This is an optimization exercise on Yosys and OpenROAD, whose aim is small area and a short achievable clock period, not a production implementation. The RTL was checked by simulation tests, not by an equivalence proof against the original design. No activity file was given, so power comes from the tool's default toggle rates.

## data_mem_responder
module data_mem_responder (
    input  logic        Clock,
    input  logic        ResetN,
    input  logic        MemRead,
    input  logic        MemWrite,
    input  logic [15:0] Address,
    input  logic [15:0] WriteData,
    output logic [15:0] ReadData,
    output logic        Ready,
    output logic        Error,
    output logic [1:0]  fsm_state
);
    localparam int NGRP = 4;             
    localparam int GW   = 256 / NGRP;    
    logic st0, st1, w2, err_q, wr_q;
    logic [15:0] roww;                   
    logic acc;
    logic [15:0] row, col;               
    logic [15:0] wdata;
    logic        rd_ok, wr_ok, err_l;
    assign acc = !st0 && !st1 && (MemRead || MemWrite);
    always_ff @(posedge Clock or negedge ResetN) begin
        if (!ResetN) begin
            st0   <= 1'b0;
            st1   <= 1'b0;
            w2    <= 1'b0;
            err_q <= 1'b0;
            wr_q  <= 1'b0;
            roww  <= '0;
        end else begin
            st0   <= acc || (st0 && !w2);
            w2    <= st0 && !w2;
            st1   <= st0 && w2;
            err_q <= st0 && w2 && err_l;
            wr_q  <= st0 && w2 && wr_ok;
            roww  <= row & {16{st0 && w2 && wr_ok}};
        end
    end
    assign fsm_state = {st1, st0};
    assign Ready     = st1;
    assign Error     = err_q;
    logic req_err;
    assign req_err = (MemRead & MemWrite) | Address[0] | (|Address[15:9]);
    always_ff @(posedge Clock) begin
        if (acc) begin
            row   <= 16'(1) << Address[8:5];
            col   <= 16'(1) << Address[4:1];
            wdata <= WriteData;
            err_l <= req_err;
            rd_ok <= MemRead & !req_err;
            wr_ok <= MemWrite & !req_err;
        end
  ...
export LEC_CHECK = 0
export CAP_MARGIN = 20
export CORE_MARGIN = 2
export CORE_UTILIZATION = 60
export CTS_BUF_LIST = sky130_fd_sc_hd__clkbuf_16
export CTS_CLUSTER_DIAMETER = 60
export CTS_CLUSTER_SIZE = 25
export PLACE_DENSITY = 0.7
export SETUP_SLACK_MARGIN = 2.6
export SLEW_MARGIN = 20
create_clock -name core_clock -period 5.0 [get_ports {Clock}]
standard.sh (not shown) runs the stock make flow with config.mk's settings and CLKGATE_MAP_FILE= SYNTH_SCRIPT=/design/flow/synth_recipe.tcl, a recipe that flattens the netlist after the stock synthesis.
==> flow/flow/run.sh <==
#!/bin/bash
# Standard ORFS layout, except that clock tree synthesis builds larger sink clusters from
# clkbuf_16 and inserts no dummy loads. Each tool's full output goes to its own log here;
# ORFS also keeps its per-step logs under orfs/logs/.
set -euo pipefail
export CTS_ARGS="-sink_clustering_enable -repair_clock_nets -dont_use_dummy_load -buf_list sky130_fd_sc_hd__clkbuf_16 -sink_clustering_size 25 -sink_clustering_max_diameter 60"
bash standard.sh finish > make_finish.log 2>&1
The starting point completed with no timing, DRC or antenna violations.
Edit:
==> flow/run.sh (new file) <==
#!/bin/bash
# synth_recipe.tcl (not shown) runs the flow's synth.tcl, then flattens the netlist and writes it again
# the make line also repeats each setting of config.mk as NAME=value (left out here)
make -C /OpenROAD-flow-scripts/flow DESIGN_CONFIG=/design/flow/config.mk WORK_HOME=/design/flow/orfs CLKGATE_MAP_FILE= SYNTH_SCRIPT=/design/flow/synth_recipe.tcl finish
CTS_BUF_LIST = sky130_fd_sc_hd__clkbuf_8   (was sky130_fd_sc_hd__clkbuf_16)
CTS_CLUSTER_DIAMETER = not set   (was 60)
CTS_CLUSTER_SIZE = 20   (was 25)
SETUP_SLACK_MARGIN = not set   (was 2.6)
removed: flow/flow/run.sh
removed: flow/standard.sh
The new run went through all stages and came out clean.
Sequential share of layout area went down by 1.4 points.
Die area is unchanged.
Critical path depth goes down by 4.
Fmax went down by about 30%.
Final area increases by 2.8%.
Global-route usage goes down by 0.71 points.
Clock skew shrinks by 0.032 ns.
Final cell count climbs by 4.1%.
Count of clock-buffer cells in the layout increases by 615.

data_mem_responder, a different RTL version from the one above (not shown whole).
Size: about 4300 flip-flops, roughly 56 I/O pins, about 160000 um2 of cells after synthesis.
export LEC_CHECK = 0
export CAP_MARGIN = 20
export CORE_MARGIN = 2
export CORE_UTILIZATION = 65
export CTS_BUF_LIST = sky130_fd_sc_hd__clkbuf_16
export CTS_CLUSTER_DIAMETER = 70
export CTS_CLUSTER_SIZE = 28
export PLACE_DENSITY = 0.75
export SETUP_SLACK_MARGIN = 2.55
export SLEW_MARGIN = 20
export SYNTH_HIERARCHICAL = 1
export SYNTH_MINIMUM_KEEP_SIZE = 0
create_clock -name core_clock -period 5.0 [get_ports {Clock}]
run.sh (not shown) runs the stock make flow with config.mk's settings and CLKGATE_MAP_FILE= SYNTH_SCRIPT=/design/flow/synth_recipe.tcl, a recipe that flattens the netlist after the stock synthesis.
Stock flow here: none of the scripts above is used.
The starting point ran to the end with no violations.
Rerun with:
Settings changed: CTS_CLUSTER_DIAMETER 70 to 80.
=>
- The changed run finished clean
- synthesized area is unchanged
- final cell count went down by 0.32%
- routed wire length barely changes
- setup slack improves by 0.025 ns
- design area went down by about 0.4%
- fmax went up by 0.99%
- die area stays the same
- sequential share of layout area went up by 0.23 points

The RTL this note starts from:
==> flow/design.v <==
module data_mem_responder (
    input  logic        Clock,
    input  logic        ResetN,
    input  logic        MemRead,
    input  logic        MemWrite,
    input  logic [15:0] Address,
    input  logic [15:0] WriteData,
    output logic [15:0] ReadData,
    output logic        Ready,
    output logic        Error,
    output logic [1:0]  fsm_state
);
    localparam int NGRP = 8;             
    localparam int GW   = 256 / NGRP;    
    logic w1, w2, o0, o1, oe;
    logic [15:0] roww;                   
    logic acc;
    logic [15:0] row, col;               
    logic [15:0] wdata;
    logic        rd_ok, wr_ok, err_l;
    assign acc = !(w1 || w2 || o1) && (MemRead || MemWrite);
    always_ff @(posedge Clock or negedge ResetN) begin
        if (!ResetN) begin
            w1    <= 1'b0;
            w2    <= 1'b0;
            o0    <= 1'b0;
            o1    <= 1'b0;
            oe    <= 1'b0;
            roww  <= '0;
        end else begin
            w1    <= acc;
            w2    <= w1;
            o0    <= acc || w1;
            o1    <= w2;
            oe    <= w2 && err_l;
            roww  <= row & {16{w2 && wr_ok}};
        end
    end
    assign fsm_state = {o1, o0};
    assign Ready     = o1;
    assign Error     = oe;
    logic req_err;
    assign req_err = (MemRead & MemWrite) | Address[0] | (|Address[15:9]);
    always_ff @(posedge Clock) begin
        if (acc) begin
            row   <= 16'(1) << Address[8:5];
            col   <= 16'(1) << Address[4:1];
            wdata <= WriteData;
            err_l <= req_err;
            rd_ok <= MemRead & !req_err;
            wr_ok <= MemWrite & !req_err;
        end
    end
    logic [255:0] sel, we, nwe;
    logic [15:0]  rn [128];              
    for (genvar w = 0; w < 256; w++) begin : g_sel
        assign sel[w] = row[w / 16] & col[w % 16];      
        assign we[w]  = roww[w / 16] & col[w % 16];     
        assign nwe[w] = !(roww[w / 16] & col[w % 16]);
    end
    for (genvar p = 0; p < 128; p++) begin : g_pair
        dmr_word_pair u_pair (
            .Clock(Clock), .sel(sel[2 * p +: 2]), .we(we[2 * p +: 2]), .nwe(nwe[2 * p +: 2]),
            .wd(wdata),
            .rn(rn[p])
        );
    end
    localparam int GP = GW / 2;          
    logic [15:0] part [NGRP];
    for (genvar g = 0; g < NGRP; g++) begin : g_grp
        for (genvar b = 0; b < 16; b++) begin : g_bit
            logic [GP-1:0] terms;
            for (genvar k = 0; k < GP; k++) begin : g_term
                assign terms[k] = rn[g * GP + k][b];
            end
            always_ff @(posedge Clock) part[g][b] <= !(&terms);
        end
    end
    logic [15:0] rd_or;
    always_comb begin
        rd_or = '0;
        for (int g = 0; g < NGRP; g++) rd_or = rd_or | part[g];
    end
    always_ff @(posedge Clock) ReadData <= rd_or & {16{rd_ok}};
endmodule
module dmr_word_pair (
    input  logic        Clock,
    input  logic [1:0]  sel,
    input  logic [1:0]  we,
    input  logic [1:0]  nwe,
    input  logic [15:0] wd,
    output logic [15:0] rn
);
    logic [15:0] q0, q1;
    always_ff @(posedge Clock) begin
        q0 <= (q0 & {16{nwe[0]}}) | (wd & {16{we[0]}});
        q1 <= (q1 & {16{nwe[1]}}) | (wd & {16{we[1]}});
    end
    assign rn = ~((q0 & {16{sel[0]}}) | (q1 & {16{sel[1]}}));
endmodule
Settings: LEC_CHECK=0, CAP_MARGIN=20, CORE_MARGIN=2, CORE_UTILIZATION=65, CTS_BUF_LIST=sky130_fd_sc_hd__clkbuf_16, CTS_CLUSTER_DIAMETER=80, CTS_CLUSTER_SIZE=28, PLACE_DENSITY=0.75, SETUP_SLACK_MARGIN=2.7, SLEW_MARGIN=20, SYNTH_HIERARCHICAL=1, SYNTH_MINIMUM_KEEP_SIZE=0; clock period 5.0 ns.
The first run finished with timing, DRC and antenna clean.
==> next run, changes <==
- SETUP_SLACK_MARGIN: 2.7 -> 2.55
Via count is lower by 1.8%.
Worst hold slack got worse by 0.0083 ns.
Routed wire length is lower by 3.4%.
==> next run, changes <==
- CORE_UTILIZATION: 65 -> 70
- PLACE_DENSITY: 0.75 -> 0.8
After rerunning: Cell count goes down by 2.4%. First-iteration DRC count goes up by 1.4%. Clock skew goes up by 0.0050 ns. Power goes down by 1.0%. Non-clock buffer count goes down by 34. Final area goes down by 0.96%. Sequential cell count is unchanged. Core utilization goes up by 4.4 points. Clock power goes down by about 4%. Global-route usage goes up by 2.3 points.

## port drivers added, routing unchanged
Ports are ideal in the flow. The routed layouts listed here were re-timed in OpenROAD. Step 1 sets driving cells, clkbuf_16 on the clock port and buf_2 on the other inputs (assumed; they add their load-dependent delay and slew). Step 2 also shifts input and output timing later by t, the mid clock arrival at the registers, as if the neighbouring blocks saw the same clock. Slacks: no drivers / after step 1 / after step 2; pairs: no drivers / after step 1.
| run | t (ns) | setup slack, ns | worst hold slack (ns) | worst setup path at the end |
|---|---|---|---|---|
| the first run of note 1 | 1.036 | 2.423 / 2.332 / 2.006 | 0.114 / 0.110 / 0.451 | input to register |
| the second run of note 1 | 1.304 | 1.397 / 1.293 / 1.437 | 0.348 / 0.269 / 0.451 | register to register |
| the first run of note 2 | 0.991 | 2.407 / 2.322 / 1.780 | 0.201 / 0.138 / 0.480 | input to register |
| the second run of note 2 | 0.970 | 2.433 / 2.346 / 1.772 | 0.217 / 0.154 / 0.474 | input to register |
| the first run of note 3 | 0.977 | 2.399 / 2.352 / 1.735 | 0.228 / 0.149 / 0.484 | input to register |
| the second run of note 3 | 0.980 | 2.396 / 2.345 / 1.785 | 0.220 / 0.140 / 0.487 | input to register |
| the third run of note 3 | 0.965 | 2.387 / 2.358 / 1.824 | 0.214 / 0.137 / 0.485 | input to register |
After both steps setup and hold are still met in every run listed. For the first run of note 3, which loses most, drivers alone change the setup slack by -0.047 ns; drivers and shift together by -0.664 ns.
